From an optimization exercise on the open Yosys and OpenROAD flow, aimed at small area and few clock cycles per item; shortcuts taken in it are not production practice. At most, simulation tests tie the RTL to the original design; equivalence was not proved. Only the layout flow was run in run 1; the RTL was not checked for function there. Power is estimated from default activity; no workload was simulated. The clock port is modelled as an ideal driver; clocking choices that lean on that would not hold on a real chip.

--- design/flow/flow/run.sh ---
#!/bin/bash
# Standard layout with three changes after synthesis:
#  - port buffers are buf_1 cells,
#  - clock tree sinks clustered 30 to a clkbuf_16, without dummy loads,
#  - power recovery (downsizing off the critical paths) after global routing.
# The make output goes to flow_make.log; each tool's own log stays under orfs/logs/.
set -euo pipefail
bash standard.sh \
  'BUFFER_PORTS_ARGS=-buffer_cell sky130_fd_sc_hd__buf_1' \
  'CTS_ARGS=-sink_clustering_enable -repair_clock_nets -sink_clustering_size 30 -sink_clustering_max_diameter 80 -buf_list sky130_fd_sc_hd__clkbuf_16 -dont_use_dummy_load' \
  'RECOVER_POWER=100' \
  finish > flow_make.log 2>&1
--- design/flow/standard.sh ---
#!/bin/bash
# synth_recipe.tcl (not shown) runs the flow's synth.tcl, then flattens the netlist and writes it again
# the make line also repeats each setting of config.mk as NAME=value (left out here)
make -C /OpenROAD-flow-scripts/flow DESIGN_CONFIG=/design/flow/config.mk WORK_HOME=/design/flow/orfs CLKGATE_MAP_FILE= SYNTH_SCRIPT=/design/flow/synth_recipe.tcl "${@:-finish}"
--- design/flow/config.mk ---
export PLATFORM = sky130hd
export DESIGN_NAME = well512_random_generator_unit
export DESIGN_NICKNAME = well512_random_generator_unit
export VERILOG_FILES = /design/flow/design.v
export SDC_FILE = /design/flow/constraint.sdc
export NUM_CORES = 4
export LEC_CHECK = 0
export CAP_MARGIN = 20
export CORE_MARGIN = 2
export CORE_UTILIZATION = 60
export CTS_BUF_LIST = sky130_fd_sc_hd__clkbuf_16
export CTS_CLUSTER_DIAMETER = 80
export CTS_CLUSTER_SIZE = 30
export SLEW_MARGIN = 20
--- design/flow/constraint.sdc ---
create_clock -name core_clock -period 6.5 [get_ports {clk}]
set_input_delay 1.3000 -clock core_clock [delete_from_list [all_inputs] [get_ports {clk}]]
set_output_delay 1.3000 -clock core_clock [all_outputs]
set_load 0.01 [all_outputs]
--- design/flow/design.v ---
`timescale 1ns / 1ps
package wrg_pkg;
  localparam int POOL_DEPTH = 16;
  localparam int WORD_W     = 32;
  typedef logic [WORD_W-1:0] word_t;
  localparam word_t SEED_RESET  = 32'd1;
  localparam word_t TEMPER_MASK = 32'hDA44_2D24;
  localparam int TAP_FAR  = 13;
  localparam int TAP_MID  = 9;
  localparam int TAP_PREV = 15;
  localparam int NSEC      = 3;
  localparam int SEC_SLOT0 = TAP_MID + 1 - NSEC;
  localparam int SEC_W     = 11;    
  localparam int PREROLL   = POOL_DEPTH - SEC_SLOT0;
  localparam int INJ_END   = POOL_DEPTH - 1;
endpackage
`timescale 1ns / 1ps
module wrg_pool (
  input  logic           clk,
  input  logic           reseed,    
  input  wrg_pkg::word_t seed,
  input  logic           inj,       
  input  logic [wrg_pkg::NSEC-1:0] first,   
  input  logic           draw,
  input  logic           zero0,     
  input  wrg_pkg::word_t a_new,
  input  wrg_pkg::word_t w,
  output wrg_pkg::word_t cur,
  output wrg_pkg::word_t far,
  output wrg_pkg::word_t mid,
  output wrg_pkg::word_t prev
);
  localparam int S0 = wrg_pkg::SEC_SLOT0;
  localparam int NS = wrg_pkg::NSEC;
  wrg_pkg::word_t r [0:wrg_pkg::POOL_DEPTH-1];
  wrg_pkg::word_t nxt [0:wrg_pkg::POOL_DEPTH-1];
  logic [NS-1:0] inj_d;             
  logic [NS-1:0] cin;               
  logic [NS-1:0] cout;
  logic [NS-1:0] carry_q;           
  wrg_pkg::word_t sum [0:NS-1];
  assign inj_d[0] = inj;
  assign cin[0]   = 1'b1;           
  always_ff @(posedge clk) begin
    for (int j = 1; j < NS; j++) begin
      inj_d[j] <= reseed ? 1'b0 : inj_d[j-1];
    end
    carry_q <= cout;
  end
  for (genvar j = 1; j < NS; j++) begin : g_cin
    assign cin[j] = carry_q[j-1];
  end
  for (genvar j = 0; j < NS; j++) begin : g_sec
    localparam int LO = j * wrg_pkg::SEC_W;
    localparam int HI = (j == NS - 1) ? wrg_pkg::WORD_W - 1 : LO + wrg_pkg::SEC_W - 1;
    wrg_pkg::word_t x, y, xa;
    logic [HI-LO+1:0] c;
    assign x  = r[S0 + j];
    assign y  = r[S0 + j + 1];
    assign xa = first[j] ? x : (x << 1);
    assign c[0] = cin[j];
    for (genvar i = LO; i <= HI; i++) begin : g_bit
      logic a, b;
      assign a = xa[i];
      assign b = ~y[i];
      assign sum[j][i]     = a ^ b ^ c[i-LO];
      assign c[i-LO+1]     = (a & b) | (c[i-LO] & (a ^ b));
    end
    assign cout[j] = c[HI-LO+1];
    if (LO > 0) begin : g_lo
      assign sum[j][LO-1:0] = '0;
    end
    if (HI < wrg_pkg::WORD_W - 1) begin : g_hi
      assign sum[j][wrg_pkg::WORD_W-1:HI+1] = '0;
    end
  end
  always_comb begin
    nxt[0] = draw ? w : (zero0 ? '0 : r[15]);
    nxt[1] = draw ? a_new : r[0];
    for (int i = 2; i < wrg_pkg::POOL_DEPTH; i++) nxt[i] = r[i-1];
    for (int j = 0; j < NS; j++) begin
      for (int i = 0; i < wrg_pkg::WORD_W; i++) begin
        if (inj_d[j] && i >= j * wrg_pkg::SEC_W && (j == NS - 1 || i < (j + 1) * wrg_pkg::SEC_W))
          nxt[S0 + j][i] = sum[j][i];
      end
    end
    if (reseed) begin
      nxt[S0]     = seed << 4;
      nxt[S0 + 1] = seed;
    end
  end
  always_ff @(posedge clk) begin
    for (int i = 0; i < wrg_pkg::POOL_DEPTH; i++) r[i] <= nxt[i];
  end
  assign cur  = r[0];
  assign far  = r[wrg_pkg::TAP_FAR];
  assign mid  = r[wrg_pkg::TAP_MID];
  assign prev = r[wrg_pkg::TAP_PREV];
endmodule
`timescale 1ns / 1ps
module wrg_core (
  input  wrg_pkg::word_t cur,     
  input  wrg_pkg::word_t far,     
  input  wrg_pkg::word_t mid,     
  input  wrg_pkg::word_t prev,    
  output wrg_pkg::word_t a_new,   
  output wrg_pkg::word_t w        
);
  wrg_pkg::word_t b, c;
  always_comb begin
    b     = cur ^ far ^ (cur << 16) ^ (far << 15);
    c     = mid ^ (mid >> 11);
    a_new = b ^ c;
    w     = prev ^ (prev << 2) ^ (b << 18) ^ c ^ (c << 28)
          ^ ((a_new << 5) & wrg_pkg::TEMPER_MASK);
  end
endmodule
`timescale 1ns / 1ps
module well512_random_generator_unit (
  input  logic        clk,
  input  logic        rst,
  input  logic        s_axis_tvalid,
  output logic        s_axis_tready,
  input  logic [7:0]  s_axis_tdata,    
  output logic        m_axis_tvalid,
  input  logic        m_axis_tready,
  output logic [31:0] m_axis_tdata,    
  input  logic        seed_we,
  input  logic [31:0] seed_wdata
);
  logic           reseed;
  wrg_pkg::word_t seed;
  logic [3:0]     phase;    
  logic [3:0]     step;     
  logic           aligned, preroll, draw, inj, zero0;
  logic [wrg_pkg::NSEC-1:0] first;
  wrg_pkg::word_t cur, far, mid, prev, a_new, w;
  assign reseed  = rst || seed_we;
  assign seed    = rst ? wrg_pkg::SEED_RESET : seed_wdata;
  assign aligned = (phase == 4'd0);
  assign preroll = (step < 4'(wrg_pkg::PREROLL));
  assign inj     = preroll || (aligned && (step < 4'(wrg_pkg::INJ_END)));
  assign zero0   = (step == 4'(wrg_pkg::PREROLL - 1));
  for (genvar j = 0; j < wrg_pkg::NSEC; j++) begin : g_first
    assign first[j] = (step == 4'(j));
  end
  assign s_axis_tready = aligned && !preroll && m_axis_tready;
  assign draw          = s_axis_tvalid && s_axis_tready && s_axis_tdata[0] && !reseed;
  assign m_axis_tvalid = draw;
  assign m_axis_tdata  = w;
  always_ff @(posedge clk) begin
    if (reseed) begin
      phase <= 4'(16 - wrg_pkg::PREROLL);
    end else if (!draw) begin
      phase <= phase + 4'd1;
    end
  end
  always_ff @(posedge clk) begin
    if (reseed) begin
      step <= '0;
    end else if (preroll || (draw && step < 4'(wrg_pkg::INJ_END))) begin
      step <= step + 4'd1;
    end
  end
  wrg_pool u_pool (
    .clk    (clk),
    .reseed (reseed),
    .seed   (seed),
    .inj    (inj),
    .first  (first),
    .draw   (draw),
    .zero0  (zero0),
    .a_new  (a_new),
    .w      (w),
    .cur    (cur),
    .far    (far),
    .mid    (mid),
    .prev   (prev)
  );
  wrg_core u_core (
    .cur   (cur),
    .far   (far),
    .mid   (mid),
    .prev  (prev),
    .a_new (a_new),
    .w     (w)
  );
endmodule
==> results of run 1 <==
==> state kept, by name (all words and copies together), names as in the netlist <==
name / flops
step: 4
u_pool.inj_d: 2
u_pool.r: 512
u_pool.carry_q: 2
phase: 4
==> cell usage after synthesis (all sizes together), types with 4 or more instances <==
library cell	number
dfxtp	524
xnor2	133
xor2	71
mux2	66
nor2	52
nand2	50
inv	49
mux2i	47
a21oi	39
fa	30
and2	29
nor3	27
clkbuf	26
buf	14
xnor3	12
ha	8
a211oi	7
o211ai	4
o21ai	4
xor3	4
==> kinds of logic after synthesis <==
kind of cell / share of synthesized area, %
buf+inv: 2.29
compound gates: 2.38
fa+ha+maj: 4.33
mux: 8.07
xor+xnor: 13.3
flops: 64.8
simple gates: 4.87
==> where the power goes <==
part / internal, W / switching, W
Clock: 0.000585 / 0.000899
Sequential: 0.00349 / 0.000179
Combinational: 0.000457 / 0.000484
Total: 0.00453 / 0.00156
==> worst max-delay path: cells and delay by family (launching register included) <==
| family | cells | cell delay, ns |
|---|---|---|
| buffers and inverters | 6 | 0.60 |
| and+or+nand+nor | 3 | 0.39 |
| adders and majority gates | 12 | 4.29 |
| AOI/OAI and AO/OA | 1 | 0.25 |
| DFF | 1 | 0.44 |
==> routing by layer <==
layer / vias to the layer above / GRT usage, % / wire length, um
met2: 133 / 36.1 / 13900
li1: 3986 / - / -
met3: 27 / 3.08 / 1080
met1: 3854 / 34.4 / 16100
met5: - / 0 / 0
met4: 0 / 3.97 / 480
==> area by class of cell <==
| type | count | share of cell area (%) |
|---|---|---|
| tap | 341 | 2.48 |
| sequential | 524 | 61.0 |
| timing repair buffer | 80 | 1.91 |
| multi-input combinational | 605 | 30.5 |
| clock buffer | 21 | 3.06 |
| inverter | 50 | 1.09 |
==> worst min path at each step <==
stage                                 from               end  slack [ns]  depth (start not counted)
after floorplan            u_pool.r[10][0]   u_pool.r[11][0]        0.31                          0
after global placement     u_pool.r[14][4]   u_pool.r[15][4]        0.31                          0
after detailed placement   u_pool.r[10][5]   u_pool.r[11][5]        0.31                          0
after CTS                 u_pool.r[11][19]  u_pool.r[12][19]        0.31                          0
after global routing      u_pool.r[11][19]  u_pool.r[12][19]        0.31                          0
final                      u_pool.r[12][2]   u_pool.r[13][2]        0.31                          0
==> per-stage QoR <==
| step | setup slack [ns] | hold WS, ns | power (W) | cells | area (um^2) |
|---|---|---|---|---|---|
| 3_3_place_gp | 0.536 | 0.310 | 0.00469 | 1600 | 16800 |
| 2_1_floorplan | 0.414 | 0.310 | 0.00438 | 1219 | 16200 |
| 3_5_place_dp | 0.437 | 0.312 | 0.00471 | 1600 | 16800 |
| 4_1_cts | 0.407 | 0.309 | 0.00617 | 1621 | 17300 |
| 6_report | 0.444 | 0.313 | 0.00610 | 1621 | 17200 |
| 5_1_grt | 0.102 | 0.310 | 0.00638 | 1621 | 17200 |
==> flow_summary_export.csv, run 1 <==
group,metric,value,unit
worst_setup_path,r2r_cells,22,
synthesis,synth_edf_count,0,
floorplan,dieArea,28300,um^2
outcome,so_faults,"max-capacitance violations, max-slew violations",
layout,drive_gt1_share,5.23,%
layout,antenna_cells,0,
timing,fmaxAchievable,165,MHz
worst_setup_path,crit_type,"reg -> reg",
global_route,grt_pass1_wl,48400,um
power,cellLeakagePower,7.09,nW
timing,setup_viol,0,
timing,rsz0062_at_grt,"no",
synthesis,ys_types,40,
timing,fin_crit,6.06,ns
placed_design,place_congestion,0.787,
floorplan,die_w,168,um
floorplan,die_h,168,um
worst_setup_path,timing.rr.start,"step[0]",
synthesis,synthCells,1219,
power,ir_drop,0.290,mV
synthesis,ys_seq_elements,524,
worst_setup_path,required,6.96,ns
timing,post-route-period-util,93.2,%
worst_setup_path,crit_start,"step[0]",
routing,firstDrtPassIters,5,
floorplan,core_area,26700,um^2
outcome,outcome,"failed layout checks",
layout,multiInputGateArea,5240,um^2
timing,worst_slew_pin_slew,2.77,ns
worst_setup_path,r2r_end,"u_pool.r[7][10]",
clocking,cts_buffers,21,
routing,first_iter_violations,517,
synthesis,postSynthAreaPerCell,13.3,um^2
clocking,hold_buffers,0,
global_route,antenna_found_initial,0,
layout,area_delta_synth_final,6.19,%
synthesis,netlist_area,16200,um^2
worst_hold_path,hp-class,"reg -> reg",
clocking,cts_sinks,524,
clocking,htree_levels,1,
routing,drt_wl_total,31600,um
worst_setup_path,slowest_stage,"dfxtp_1",
worst_setup_path,cp-end-kind,"register",
timing,final-hold-violation-count,0,
routing,drc,0,
clocking,postCtsSetupRepairBufs,0,
worst_setup_path,crit_path_start_kind,"register",
synthesis,async_flop_share,0,%
clocking,clkLatencyLatePin,0.54,ns
synthesis,syn_nets,1302,
worst_setup_path,r2r_slack,0.44,ns
placed_design,io_buffers,71,
layout,fillers,2138,
floorplan,initial_core_util,60.6,%
worst_setup_path,worstPathArrival,6.52,ns
global_route,grt.overflow.total,0,
global_route,grt_usage,22.9,%
synthesis,synth_warnings,6,
routing,viasPerCell,4.94,
clocking,postCtsResizedCells,0,
run,drv_cap,2,
worst_setup_path,path_cells,"inv_1 > ha_1 > nor3b_1 > buf_4 > nand2_1 > ha_1 > inv_1 > fa_1 > fa_1 > fa_1 > fa_1 > fa_1 > fa_1 > fa_1 > inv_1 > fa_1 > inv_1 > fa_1 > inv_1 > fa_1 > nand2b_1 > a311oi_1",
layout,seq_area,10500,um^2
synthesis,synth_top_area_share,64.8,%
routing,via_count,8000,
worst_setup_path,cp_common_cell,"fa_1",
timing,slew_headroom,-84.5,%
clocking,cts.clk_slew.worst_paths,0.11,ns
timing,finalSetupTns,0,ns
worst_setup_path,slowest_delay,0.44,ns
worst_setup_path,worst-path-max-fanout,10,
timing,slew_viol_final,91,
synthesis,synth_top_area_cell,"dfxtp_1",
timing,clock_skew,0.0337,ns
floorplan,ios,79,
clocking,cts_root_buffer,"clkbuf_16",
clocking,cts_buffer_depth,3,
routing,postRouteAntennaNets,0,
routing,wl_per_cell,19.5,um
synthesis,synth.top_cells.by_area,"dfxtp_1, xnor2_1, xor2_1",
placed_design,hpwl,22400,um
global_route,grt_start_max_net_pins,61,
worst_setup_path,critPathCapture,"u_pool.r[7][10]",
floorplan,rows,60,
layout,post-route-util,64.4,%
clocking,cts_tree,"done",
synthesis,synthFlopType,"dfxtp_1",
power,power.density,354,nW/um^2
layout,nNetsFinal,1365,
global_route,first_global_vias,8100,
layout,mostFrequentLayoutCells,"dfxtp_1, xnor2_1, xor2_1",
layout,final_common_cell,"dfxtp_1",
synthesis,ys_seq_area_share,64.8,%
==> run 2, diff against run 1 <==
--- a/design/flow/design.v
+++ b/design/flow/design.v
@@ -24,14 +24,19 @@
   input  logic           draw,
   input  logic           zero0,     
-  input  wrg_pkg::word_t a_new,
-  input  wrg_pkg::word_t w,
+  input  wrg_pkg::word_t a_dx,      
+  input  wrg_pkg::word_t w_dx,      
   output wrg_pkg::word_t cur,
   output wrg_pkg::word_t far,
   output wrg_pkg::word_t mid,
-  output wrg_pkg::word_t prev
+  output wrg_pkg::word_t prev,
+  output wrg_pkg::word_t word       
 );
   localparam int S0 = wrg_pkg::SEC_SLOT0;
   localparam int NS = wrg_pkg::NSEC;
   wrg_pkg::word_t r [0:wrg_pkg::POOL_DEPTH-1];
+  wrg_pkg::word_t ld_m [0:NS-1];
+  wrg_pkg::word_t ld_v [0:NS-1];
+  wrg_pkg::word_t inj_m [0:NS-1];
+  wrg_pkg::word_t sh_m [0:NS-1];
   wrg_pkg::word_t nxt [0:wrg_pkg::POOL_DEPTH-1];
   logic [NS-1:0] inj_d;             
@@ -75,17 +80,20 @@
     end
   end
+  for (genvar j = 0; j < NS; j++) begin : g_sel
+    localparam int LO = j * wrg_pkg::SEC_W;
+    localparam int HI = (j == NS - 1) ? wrg_pkg::WORD_W - 1 : LO + wrg_pkg::SEC_W - 1;
+    localparam wrg_pkg::word_t SEC = ((HI == wrg_pkg::WORD_W - 1) ? '1 : ((32'd1 << (HI + 1)) - 32'd1))
+                                   & ~((32'd1 << LO) - 32'd1);
+    assign ld_v[j]  = (j == 0) ? (seed << 4) : seed;
+    assign ld_m[j]  = (j < 2 && reseed) ? '1 : '0;
+    assign inj_m[j] = (inj_d[j] && !reseed) ? SEC : '0;
+    assign sh_m[j]  = ~(ld_m[j] | inj_m[j]);
+  end
   always_comb begin
-    nxt[0] = draw ? w : (zero0 ? '0 : r[15]);
-    nxt[1] = draw ? a_new : r[0];
+    nxt[0] = ({32{!zero0}} & r[15]) ^ ({32{draw}} & w_dx);
+    nxt[1] = r[0] ^ ({32{draw}} & a_dx);
     for (int i = 2; i < wrg_pkg::POOL_DEPTH; i++) nxt[i] = r[i-1];
     for (int j = 0; j < NS; j++) begin
-      for (int i = 0; i < wrg_pkg::WORD_W; i++) begin
-        if (inj_d[j] && i >= j * wrg_pkg::SEC_W && (j == NS - 1 || i < (j + 1) * wrg_pkg::SEC_W))
-          nxt[S0 + j][i] = sum[j][i];
-      end
-    end
-    if (reseed) begin
-      nxt[S0]     = seed << 4;
-      nxt[S0 + 1] = seed;
+      nxt[S0 + j] = (ld_m[j] & ld_v[j]) | (inj_m[j] & sum[j]) | (sh_m[j] & r[S0 + j - 1]);
     end
   end
@@ -93,4 +101,5 @@
     for (int i = 0; i < wrg_pkg::POOL_DEPTH; i++) r[i] <= nxt[i];
   end
+  assign word = nxt[0];
   assign cur  = r[0];
   assign far  = r[wrg_pkg::TAP_FAR];
@@ -104,13 +113,14 @@
   input  wrg_pkg::word_t mid,     
   input  wrg_pkg::word_t prev,    
-  output wrg_pkg::word_t a_new,   
-  output wrg_pkg::word_t w        
+  output wrg_pkg::word_t a_dx,    
+  output wrg_pkg::word_t w_dx     
 );
-  wrg_pkg::word_t b, c;
+  wrg_pkg::word_t b, c, a_new;
   always_comb begin
     b     = cur ^ far ^ (cur << 16) ^ (far << 15);
     c     = mid ^ (mid >> 11);
-    a_new = b ^ c;
-    w     = prev ^ (prev << 2) ^ (b << 18) ^ c ^ (c << 28)
+    a_dx  = far ^ (cur << 16) ^ (far << 15) ^ c;
+    a_new = cur ^ a_dx;
+    w_dx  = (prev << 2) ^ (b << 18) ^ c ^ (c << 28)
           ^ ((a_new << 5) & wrg_pkg::TEMPER_MASK);
   end
@@ -135,5 +145,5 @@
   logic           aligned, preroll, draw, inj, zero0;
   logic [wrg_pkg::NSEC-1:0] first;
-  wrg_pkg::word_t cur, far, mid, prev, a_new, w;
+  wrg_pkg::word_t cur, far, mid, prev, a_dx, w_dx, word;
   assign reseed  = rst || seed_we;
   assign seed    = rst ? wrg_pkg::SEED_RESET : seed_wdata;
@@ -145,8 +155,20 @@
     assign first[j] = (step == 4'(j));
   end
-  assign s_axis_tready = aligned && !preroll && m_axis_tready;
+  assign s_axis_tready = aligned && !preroll && (!m_axis_tvalid || m_axis_tready);
   assign draw          = s_axis_tvalid && s_axis_tready && s_axis_tdata[0] && !reseed;
-  assign m_axis_tvalid = draw;
-  assign m_axis_tdata  = w;
+  always_ff @(posedge clk) begin
+    if (reseed) begin
+      m_axis_tvalid <= 1'b0;
+    end else if (draw) begin
+      m_axis_tvalid <= 1'b1;
+    end else if (m_axis_tready) begin
+      m_axis_tvalid <= 1'b0;
+    end
+  end
+  always_ff @(posedge clk) begin
+    if (draw) begin
+      m_axis_tdata <= word;
+    end
+  end
   always_ff @(posedge clk) begin
     if (reseed) begin
@@ -171,10 +193,11 @@
     .draw   (draw),
     .zero0  (zero0),
-    .a_new  (a_new),
-    .w      (w),
+    .a_dx   (a_dx),
+    .w_dx   (w_dx),
     .cur    (cur),
     .far    (far),
     .mid    (mid),
-    .prev   (prev)
+    .prev   (prev),
+    .word   (word)
   );
   wrg_core u_core (
@@ -183,6 +206,6 @@
     .mid   (mid),
     .prev  (prev),
-    .a_new (a_new),
-    .w     (w)
+    .a_dx  (a_dx),
+    .w_dx  (w_dx)
   );
 endmodule
==> design/flow/flow/run.sh (replaced) <==
#!/bin/bash
# Standard layout with two changes after synthesis:
#  - port buffers are buf_1 cells,
#  - clock tree sinks clustered 30 to a clkbuf_16, without dummy loads.
# The make output goes to flow_make.log; each tool's own log stays under orfs/logs/.
set -euo pipefail
bash standard.sh \
  'BUFFER_PORTS_ARGS=-buffer_cell sky130_fd_sc_hd__buf_1' \
  'CTS_ARGS=-sink_clustering_enable -repair_clock_nets -sink_clustering_size 30 -sink_clustering_max_diameter 80 -buf_list sky130_fd_sc_hd__clkbuf_16 -dont_use_dummy_load' \
  finish > flow_make.log 2>&1
==> run 2 against run 1 <==
Compared with the run above: the run now finishes clean; clock skew down 0.019 ns; core utilization up 1.7 points; critical path depth down 2; area after synthesis up 2.8%; final area up 4.1%; fmax up 3.2%; first-iteration DRC count up 4.4%; worst hold slack better by 0.0095 ns; critical path type unchanged; largest cell class unchanged.
==> flow_summary_export.csv, run 2 <==
group,metric,value,unit
worst_setup_path,required,6.91,ns
worst_setup_path,worstPathArrival,6.28,ns
placed_design,place_congestion,0.819,
layout,nNetsFinal,1400,
routing,firstDrtPassIters,4,
timing,finalSetupTns,0,ns
floorplan,initial_core_util,61.5,%
worst_hold_path,hp-class,"reg -> reg",
synthesis,synth_top_area_share,63.1,%
layout,fillers,2046,
global_route,met2_usage,34.4,%
timing,rsz0062_at_grt,"no",
layout,reg_top3,"u_pool.r: 512 flops, m_axis_tdata: 32 flops",
clocking,cts_buffers,22,
synthesis,ys_types,43,
layout,multiInputGateArea,4910,um^2
clocking,postCtsResizedCells,0,
layout,largest_reg_flops,512,
synthesis,synthFlopType,"dfxtp_1",
routing,wl_per_cell,18.6,um
outcome,outcome,"complete, no violations",
floorplan,dieArea,29100,um^2
worst_setup_path,crit_path_start_kind,"register",
synthesis,synth.top_cells.by_area,"dfxtp_1, xnor2_1, edfxtp_1",
worst_setup_path,path_cells,"nor2_1 > and2_0 > buf_4 > a21oi_1 > fa_1 > fa_1 > fa_1 > fa_1 > fa_1 > fa_1 > fa_1 > fa_1 > fa_1 > inv_1 > fa_1 > fa_1 > mux2i_1 > nor2_1 > a21oi_1 > nor2_1",
worst_setup_path,cp-end-kind,"register",
routing,first_iter_violations,540,
synthesis,postSynthAreaPerCell,13.4,um^2
routing,drt_wl_total,31300,um
synthesis,async_flop_share,0,%
layout,area_delta_synth_final,7.45,%
timing,worst_slew_pin_slew,1.00,ns
clocking,hold_buffers,0,
global_route,grt.overflow.total,0,
routing,viasPerCell,4.78,
global_route,met1_usage,34.2,%
timing,final-hold-violation-count,0,
clocking,htree_levels,1,
floorplan,rows,60,
layout,post-route-util,66.0,%
clocking,cts.clk_slew.worst_paths,0.11,ns
synthesis,synth_edf_count,32,
layout,final_common_cell,"dfxtp_1",
clocking,cts_root_buffer,"clkbuf_16",
clocking,cts_buffer_depth,3,
clocking,clkLatencyLatePin,0.55,ns
layout,seq_area,11500,um^2
synthesis,netlist_area,16700,um^2
synthesis,ys_seq_area_share,68.9,%
layout,drive_gt1_share,4.79,%
global_route,grt_pass1_wl,47500,um
floorplan,die_w,171,um
timing,setup_viol,0,
global_route,grt_usage,22.2,%
layout,antenna_cells,0,
global_route,use_met3,2.36,%
floorplan,core_area,27100,um^2
floorplan,die_h,171,um
timing,fmaxAchievable,170,MHz
synthesis,synth_common_cells,"dfxtp_1, xnor2_1, nor2_1, nand2_1, xor2_1",
clocking,cts_tree,"done",
synthesis,yosysMostFrequentCell,"dfxtp_1",
run,drv_cap,0,
routing,drc,0,
floorplan,ios,79,
power,power.density,338,nW/um^2
worst_setup_path,cp_common_cell,"fa_1",
global_route,first_global_vias,8012,
synthesis,synth_warnings,10,
timing,post-route-period-util,90.3,%
power,ir_drop,0.213,mV
routing,via_count,8059,
synthesis,synthCells,1243,
timing,slew_viol_final,0,
placed_design,hpwl,22400,um
global_route,busiest_layer,"met2",
timing,slew_headroom,32.8,%
routing,postRouteAntennaNets,0,
timing,fin_crit,5.87,ns
clocking,cts_sinks,557,
worst_setup_path,slowest_delay,0.42,ns
synthesis,ys_seq_elements,557,
layout,mostFrequentLayoutCells,"dfxtp_1, xnor2_1, nor2_1",
timing,clock_skew,0.0148,ns
synthesis,synth_top_area_cell,"dfxtp_1",
worst_setup_path,worst-path-max-fanout,11,
global_route,antenna_found_initial,1,
placed_design,io_buffers,71,
power,cellLeakagePower,7.13,nW
placed_design,place_area,17300,um^2
worst_setup_path,slowest_stage,"fa_1",
synthesis,syn_nets,1326,
layout,final_area,17900,um^2
worst_setup_path,crit_type,"reg -> reg",
global_route,grt_start_max_net_pins,78,
clocking,postCtsSetupRepairBufs,0,
layout,regMostFlops,"u_pool.r",
-- run 2: cells by family after synthesis --
family                     after synthesis  synth area share, %
and+or+nand+nor                        219                 5.64
buffers and inverters                   71                 1.70
AOI/OAI and AO/OA                       65                 2.26
adders and majority gates               38                 4.21
DFF                                    557                 68.9
muxes                                   68                 4.23
xor gates and xnor gates               225                 13.1
-- run 2: critical path, delay by kind of cell, from the launching register on --
kind / cells / cell delay [ns]
adder cells (fa/ha/maj): 11 / 4.08
AND/OR/NAND/NOR: 4 / 0.53
flip-flops: 1 / 0.40
buffers and inverters: 2 / 0.32
AO/OA/AOI/OAI: 2 / 0.25
multiplexers: 1 / 0.15
-- run 2: power by group --
part,internal (W),switching (W)
sequential,0.00371,0.000162
clock,0.000613,0.000944
combinational,0.000324,0.000309
total,0.00464,0.00142
-- run 2: stage by stage --
stage / setup slack (ns) / hold slack (ns) / total power [W] / cells
floorplan: 0.851 / 0.310 / 0.00438 / 1243
global placement: 0.675 / 0.309 / 0.00457 / 1665
detailed placement: 0.601 / 0.312 / 0.00459 / 1665
CTS: 0.576 / 0.325 / 0.00611 / 1687
global route: 0.328 / 0.330 / 0.00632 / 1687
finish: 0.632 / 0.322 / 0.00606 / 1687
-- run 2: worst paths after layout --
path              slack (ns)               to  cells past startpoint             from
setup / recovery        0.63  u_pool.r[8][21]                     20          step[3]
hold / removal          0.32  u_pool.r[5][21]                      0  u_pool.r[4][21]
hold reg to reg         0.32  u_pool.r[5][21]                      0  u_pool.r[4][21]
setup reg to reg        0.63  u_pool.r[8][21]                     20          step[3]
-- run 2: cell type report --
class,count,share of cell area (%)
Timing Repair Buffer,82,1.96
Clock buffer,22,3.08
Inverter,39,0.818
Sequential cell,557,64.1
Tap cell,372,2.60
Multi-Input combinational cell,615,27.4
-- run 2: per-layer routing --
layer / vias to the layer above / share of wire [%]
li1: 4052 / -
met1: 3850 / 50
met2: 128 / 44
met3: 29 / 4.1
met4: 0 / 1.5
met5: - / 0
Testbench counts of run 2, summed over its fixed seeds: cycles 16,736, items 16,384.

afterwards: timing with drivers on the ports:
The results above use ideal ports. As a check the final layouts listed here were re-extracted and re-timed, cells and wires unchanged. Step 1: set_driving_cell puts a clkbuf_16 on clk and a buf_2 on each other input, an assumption about the parent block. Step 2 times the ports against the registers' clock, not the clock port: input delays grow and output delays shrink by t, the midpoint of the rising clock arrivals with the driver on. Slacks: no drivers / after step 1 / after step 2; pairs: no drivers / after step 1.
| run | shift t [ns] | slack for setup (ns) | worst data-port slew with drivers (ns) |
|---|---|---|---|
| run 1 | 0.572 | 0.444 / 0.444 / 0.444 | 0.04 |
| run 2 | 0.587 | 0.632 / 0.632 / 0.632 | 0.04 |
